Background: an optimization exercise with open tools, aiming at small area, a short achievable clock period and few clock cycles per item. Do not read the settings as production practice.
Function was checked by simulation only, so behaviour that the tests miss may differ from the original.

==> job 4061: inputs <==
## redmean_palette_quantizer
module redmean_palette_quantizer #(
    parameter int PALETTE_ENTRIES = 8
)
(
    input  logic        clk,
    input  logic        rst_n,
    input  logic        in_valid,
    output logic        in_stall,
    input  logic [7:0]  red,
    input  logic [7:0]  green,
    input  logic [7:0]  blue,
    output logic        out_valid,
    input  logic        out_stall,
    output logic [2:0]  best_index,
    input  logic        cfg_valid,
    output logic        cfg_ready,
    input  logic [2:0]  cfg_index,
    input  logic [47:0] cfg_data
);
clock: 7.0 ns
lec_check: 0
abc_area: 1
cap_margin: 20
core_margin: 2
core_utilization: 55
setup_slack_margin: 3.3
slew_margin: 20
standard.sh (not shown) runs the stock make flow with config.mk's settings and CLKGATE_MAP_FILE= SYNTH_SCRIPT=/design/flow/synth_recipe.tcl, a recipe that flattens the netlist after the stock synthesis.
==> flow/flow/run.sh <==
#!/bin/bash
# Layout flow: the standard synthesis, then full adders' polarities are
# chosen to remove inverters between adders (flow/fa_polarity.py), then
# the standard layout from floorplan on. Each tool's output goes to a log
# file of its own in this folder.
set -euo pipefail
R=orfs/results/${FLOW_PLATFORM}/redmean_palette_quantizer/base
bash standard.sh "$PWD/$R/1_2_yosys.v" > flow_1_synth.log 2>&1
cp "$R/1_2_yosys.v" "$R/1_2_yosys.standard.v"
python3 flow/fa_polarity.py "$R/1_2_yosys.standard.v" "$R/1_2_yosys.v" > flow_2_fa_polarity.log 2>&1
bash standard.sh finish > flow_3_layout.log 2>&1
Other scripts of this flow, unchanged in this note and not shown: flow/flow/fa_polarity.py
==> job 3612 (differences from job 4061) <==
Settings changed: CORE_UTILIZATION 55 to 40, SETUP_SLACK_MARGIN 3.3 to 3.75.
==> job 8740 (differences from job 4061) <==
Settings changed: CORE_UTILIZATION 55 to 40, SETUP_SLACK_MARGIN 3.3 to 3.45.
==> notes <==
Against job 4061, the via count of job 3612 is higher by about 0.8%.
Flip-flop and latch count is the same in job 4061 and job 3612.
Between job 3612 and job 8740, the lower critical path depth is in job 8740 (gap 1).
==> figures <==
quantity	job 4061	job 3612	job 8740
Data arrival at the endpoint of the critical path	4320 ps	4220 ps	4200 ps
Via count	88800	89500	87100
Result of the run	finished clean	finished clean	finished clean
Skew final	64.7 ps	71.6 ps	48.6 ps
Post-route core utilization	59.8%	46.9%	44.4%
Endpoint of the worst-slack reg-to-reg timing path	g_lane[7].u_lane.row_b_q[1]	g_lane[1].u_lane.row_b_q[0]	g_lane[6].u_lane.row_b_q[1]
Area used by sequential logic in the layout	28100 µm²	28800 µm²	28400 µm²
Testbench counts of job 4061, summed over its fixed seeds: cycles 8,232, items 8,192.
Testbench counts of job 3612, summed over its fixed seeds: cycles 8,232, items 8,192.
Testbench counts of job 8740, summed over its fixed seeds: cycles 8,232, items 8,192.


==> v39 <==
redmean_palette_quantizer, a different RTL version from the one above (not shown whole).
==> flow/design.v (excerpt) <==
module redmean_palette_quantizer #(
    parameter int PALETTE_ENTRIES = 8
)
(
    input  logic        clk,
    input  logic        rst_n,
    input  logic        in_valid,
    output logic        in_stall,
    input  logic [7:0]  red,
    input  logic [7:0]  green,
    input  logic [7:0]  blue,
    output logic        out_valid,
    input  logic        out_stall,
    output logic [2:0]  best_index,
    input  logic        cfg_valid,
    output logic        cfg_ready,
    input  logic [2:0]  cfg_index,
    input  logic [47:0] cfg_data
);
==> module rpq_argmin_tree, before the edit <==
module rpq_argmin_tree
(
    input  logic         clk,
    input  logic [159:0] distances,
    input  logic [7:0]   live,
    output logic [2:0]   best_index
);
    localparam int DIST_W = 20;
    logic [3:0]          odd_wins;
    logic [159:0]        dist_q;
    logic [3:0]          odd_wins_q;
    logic [4*DIST_W-1:0] pair_dist;
    logic [3:0]          pair_live;
    logic [3:0]          nearer [4];
    logic [3:0]          win;
    always_comb
    begin
        for (int k = 0; k < 4; k++)
        begin
            odd_wins[k] = live[2*k+1] &&
                          (distances[(2*k+1)*DIST_W +: DIST_W] < distances[(2*k)*DIST_W +: DIST_W]);
        end
    end
    always_ff @(posedge clk)
    begin
        odd_wins_q <= odd_wins;
        dist_q     <= distances;
    end
    always_comb
    begin
        for (int k = 0; k < 4; k++)
        begin
            pair_dist[k*DIST_W +: DIST_W] = odd_wins_q[k] ? dist_q[(2*k+1)*DIST_W +: DIST_W]
                                                          : dist_q[(2*k)*DIST_W +: DIST_W];
            pair_live[k] = live[2*k];
        end
        for (int i = 0; i < 4; i++)
        begin
            nearer[i] = '0;
            for (int j = i + 1; j < 4; j++)
            begin
                nearer[i][j] = pair_dist[j*DIST_W +: DIST_W] < pair_dist[i*DIST_W +: DIST_W];
            end
        end
        for (int i = 0; i < 4; i++)
        begin
            win[i] = pair_live[i];
            for (int j = 0; j < i; j++)
            begin
                win[i] = win[i] & nearer[j][i];
            end
            for (int j = i + 1; j < 4; j++)
            begin
                win[i] = win[i] & !(pair_live[j] & nearer[i][j]);
            end
        end
        best_index = 3'd0;
        for (int k = 1; k < 4; k++)
        begin
            if (win[k])
            begin
                best_index[2:1] = best_index[2:1] | 2'(k);
            end
        end
        for (int k = 0; k < 4; k++)
        begin
            if (win[k])
            begin
                best_index[0] = best_index[0] | odd_wins_q[k];
            end
        end
    end
endmodule
Settings: LEC_CHECK=0, CAP_MARGIN=20, CORE_MARGIN=2, CORE_UTILIZATION=40, SETUP_SLACK_MARGIN=3.2, SLEW_MARGIN=20; clock period 7.0 ns.
run.sh (not shown) runs the stock make flow with config.mk's settings and CLKGATE_MAP_FILE= SYNTH_SCRIPT=/design/flow/synth_recipe.tcl, a recipe that flattens the netlist after the stock synthesis.
Stock flow here: none of the scripts above is used.
==> v5: changes against v39 <==
--- a/flow/design.v
+++ b/flow/design.v
@@ -858,7 +858,7 @@
     localparam int DIST_W = 20;
     logic [3:0]          odd_wins;
-    logic [159:0]        dist_q;
-    logic [3:0]          odd_wins_q;
     logic [4*DIST_W-1:0] pair_dist;
+    logic [3:0]          odd_wins_q;
+    logic [4*DIST_W-1:0] pair_dist_q;
     logic [3:0]          pair_live;
     logic [3:0]          nearer [4];
@@ -868,12 +868,14 @@
         for (int k = 0; k < 4; k++)
         begin
-            odd_wins[k] = live[2*k+1] &&
-                          (distances[(2*k+1)*DIST_W +: DIST_W] < distances[(2*k)*DIST_W +: DIST_W]);
+            odd_wins[k]  = live[2*k+1] &&
+                           (distances[(2*k+1)*DIST_W +: DIST_W] < distances[(2*k)*DIST_W +: DIST_W]);
+            pair_dist[k*DIST_W +: DIST_W] = odd_wins[k] ? distances[(2*k+1)*DIST_W +: DIST_W]
+                                       : distances[(2*k)*DIST_W +: DIST_W];
         end
     end
     always_ff @(posedge clk)
     begin
-        odd_wins_q <= odd_wins;
-        dist_q     <= distances;
+        odd_wins_q  <= odd_wins;
+        pair_dist_q <= pair_dist;
     end
     always_comb
@@ -881,6 +883,4 @@
         for (int k = 0; k < 4; k++)
         begin
-            pair_dist[k*DIST_W +: DIST_W] = odd_wins_q[k] ? dist_q[(2*k+1)*DIST_W +: DIST_W]
-                                                          : dist_q[(2*k)*DIST_W +: DIST_W];
             pair_live[k] = live[2*k];
         end
@@ -890,5 +890,5 @@
             for (int j = i + 1; j < 4; j++)
             begin
-                nearer[i][j] = pair_dist[j*DIST_W +: DIST_W] < pair_dist[i*DIST_W +: DIST_W];
+                nearer[i][j] = pair_dist_q[j*DIST_W +: DIST_W] < pair_dist_q[i*DIST_W +: DIST_W];
             end
         end
--- a/flow/config.mk
+++ b/flow/config.mk
@@ -9,4 +9,4 @@
 export CORE_MARGIN = 2
 export CORE_UTILIZATION = 40
-export SETUP_SLACK_MARGIN = 3.2
+export SETUP_SLACK_MARGIN = 3.0
 export SLEW_MARGIN = 20
==> summary of the runs <==
Against v39, the synthesized cell count of v5 is smaller by about 0.7%. Against v39, the hold slack of v5 is lower by 0.0032 ns. Of v39 and v5, v39 has the higher fmax (gap about 18%, measured against v5). Global-route usage: v5 is higher than v39 (0.19 points). Against v39, the count of clock-buffer cells in the layout of v5 is higher by 8. Of v5 and v39, v39 has the higher sequential cell count (gap 80). Via count is about the same in v39 and v5. Against v5, the register-to-register slack of v39 is higher by 0.68 ns.
Testbench counts of v39, summed over its fixed seeds: cycles 8,232, items 8,192.
Testbench counts of v5, summed over its fixed seeds: cycles 8,232, items 8,192.


==> inputs of 10-05 <==
RTL: one of the versions met above, not the one the previous note started from.
export LEC_CHECK = 0
export CAP_MARGIN = 20
export CORE_MARGIN = 2
export CORE_UTILIZATION = 40
export CTS_BUF_LIST = sky130_fd_sc_hd__clkbuf_4 sky130_fd_sc_hd__clkbuf_8
export SETUP_SLACK_MARGIN = 3.3
export SLEW_MARGIN = 20
create_clock -name core_clock -period 7.0 [get_ports {clk}]
==> 02-27 (differences from 10-05) <==
CORE_UTILIZATION = 55   (was 40)
CTS_BUF_LIST = unset   (was sky130_fd_sc_hd__clkbuf_4 sky130_fd_sc_hd__clkbuf_8)
==> impl_results.html <==
<table>
<tr><th>Metric</th><th>Value</th></tr>
<tr><th colspan="2">Timing</th></tr>
<tr><td>Pin slew with the least headroom to its limit</td><td>approximately 1.2 ns</td></tr>
<tr><td>Fmax achieved</td><td>0.272 GHz</td></tr>
<tr><td>Max-slew headroom at the worst pin</td><td>0.197</td></tr>
<tr><th colspan="2">Worst setup path</th></tr>
<tr><td>Worst reg2reg path endpoint</td><td>q_idx[4][0]</td></tr>
<tr><td>Buffers plus inverters on the worst setup path</td><td>2</td></tr>
<tr><th colspan="2">Status</th></tr>
<tr><td>Result of the run</td><td>no timing/DRC/antenna violations</td></tr>
<tr><th colspan="2">Routing</th></tr>
<tr><td>Highest signal layer in the routed design</td><td>met4</td></tr>
</table>
That was 02-27.
==> impl_results.html <==
<table>
<tr><th>Metric</th><th>Value</th></tr>
<tr><th colspan="2">Status</th></tr>
<tr><td>Result of the run</td><td>no timing/DRC/antenna violations</td></tr>
<tr><th colspan="2">Worst setup path</th></tr>
<tr><td>Setup Crit Path Kind</td><td>reg -&gt; reg</td></tr>
<tr><td>Buffers plus inverters on the worst setup path</td><td>3</td></tr>
<tr><td>Worst reg2reg path endpoint</td><td>q_idx[1][0]</td></tr>
<tr><th colspan="2">Timing</th></tr>
<tr><td>Max-slew headroom at the worst pin</td><td>0.241</td></tr>
<tr><td>Fmax achieved</td><td>0.272 GHz</td></tr>
<tr><td>Pin slew with the least headroom to its limit</td><td>1.14 ns</td></tr>
<tr><th colspan="2">Routing</th></tr>
<tr><td>Highest signal layer in the routed design</td><td>met5</td></tr>
</table>
That was 10-05.
Testbench counts of 10-05, summed over its fixed seeds: cycles 8,232, items 8,192.
Testbench counts of 02-27, summed over its fixed seeds: cycles 8,232, items 8,192.


==> job 2668 <==
Starting RTL as in the previous note.
Settings: LEC_CHECK=0, CAP_MARGIN=5, CORE_MARGIN=2, CORE_UTILIZATION=40, SETUP_SLACK_MARGIN=3.3, SLEW_MARGIN=5; clock period 7.0 ns.
==> job 7369 (differences from job 2668) <==
Settings changed: CAP_MARGIN 5 to 20, SETUP_SLACK_MARGIN 3.3 to 3.5, SLEW_MARGIN 5 to 20.
==> job 9799 (differences from job 2668) <==
Settings changed: ABC_AREA set to 1, CAP_MARGIN 5 to 20, SLEW_MARGIN 5 to 20.
==> qor summary <==
| item | job 7369 | job 2668 | job 9799 |
|---|---|---|---|
| Status | no timing/DRC/antenna violations | no timing/DRC/antenna violations | no timing/DRC/antenna violations |
| Fraction of layout cells with a size suffix above 1 | 13.6% | 9.00% | 4.80% |
| Met3 routing resource usage after global routing | 4.51% | 2.48% | 2.74% |
| End point of the most critical hold path | valid_reg[2] | valid_reg[3] | valid_reg[3] |
| Sum of buffers and inverters on the critical path | 1 | 3 | 2 |
| Clock latency (worst-skew pair) | 0.81 ns | 0.83 ns | 0.86 ns |
| Share of cell area taken by flip-flops and latches | 21.4% | 21.7% | 21.6% |
| Cell variety after synth | 85 | 85 | 66 |
| Antenna fix cells | 25 | 25 | 7 |
| Library cell with the highest instance count after synthesis | sky130_fd_sc_hd__inv_1 | sky130_fd_sc_hd__inv_1 | sky130_fd_sc_hd__nand2_1 |
| Core Region | 291,000 um2 | 291,000 um2 | 296,000 um2 |
| Count of inverters other than clock inverters in the layout | 1,767 | 1,767 | 2,950 |
| Worst relative slew slack | 20.6% | 20.7% | 28.1% |
| WP depth | 11 | 13 | 9 |
Testbench counts of job 2668, summed over its fixed seeds: cycles 8,232, items 8,192.
Testbench counts of job 7369, summed over its fixed seeds: cycles 8,232, items 8,192.
Testbench counts of job 9799, summed over its fixed seeds: cycles 8,232, items 8,192.

afterwards: timing with drivers on the ports:
The flow's constraints put no driver on any port. The routed layouts listed below were extracted and timed again, unchanged, in two steps.
Step 1 (the two cells are an assumption about what drives the block):
set clk [get_ports {clk}]
set_driving_cell -lib_cell sky130_fd_sc_hd__clkbuf_16 $clk
set_driving_cell -lib_cell sky130_fd_sc_hd__buf_2 [delete_from_list [all_inputs] $clk]
Step 2 adds t to the input delays and takes it off the output delays; t is the mean of the earliest and latest rising clock arrival at the registers after step 1. Input paths then give back, and output paths get back, about the clock's delay inside the block.
Slacks: ideal / step 1 / step 2; pairs: ideal / step 1.
| run | t, ns | setup slack, ns | worst setup path after step 2 | worst register clock-pin slew, ns | pins driven straight from the clock port |
|---|---|---|---|---|---|
| job 4061 | 0.910 | 3.375 / 3.375 / 2.608 | input to register | 0.07 / 0.07 | 1 |
| job 3612 | 0.913 | 3.541 / 3.541 / 3.072 | input to register | 0.06 / 0.06 | 1 |
| job 8740 | 0.930 | 3.512 / 3.512 / 2.854 | input to register | 0.07 / 0.07 | 1 |
| v39 | 0.934 | 3.275 / 3.275 / 2.608 | input to register | 0.07 / 0.07 | 1 |
| v5 | 0.928 | 2.597 / 2.597 / 2.359 | input to register | 0.07 / 0.07 | 1 |
| 10-05 | 1.059 | 3.323 / 3.323 / 2.448 | input to register | 0.08 / 0.08 | 1 |
| 02-27 | 0.924 | 3.327 / 3.327 / 2.698 | input to register | 0.07 / 0.07 | 1 |
| job 2668 | 0.911 | 3.314 / 3.314 / 2.780 | input to register | 0.08 / 0.08 | 1 |
| job 7369 | 0.899 | 3.379 / 3.379 / 2.779 | input to register | 0.08 / 0.08 | 1 |
| job 9799 | 0.916 | 3.353 / 3.353 / 2.686 | input to register | 0.07 / 0.07 | 1 |
After both steps every run listed still meets setup and hold. The setup slack of 10-05, which loses most, moves by 0.000 ns with the drivers and by -0.875 ns with both steps.
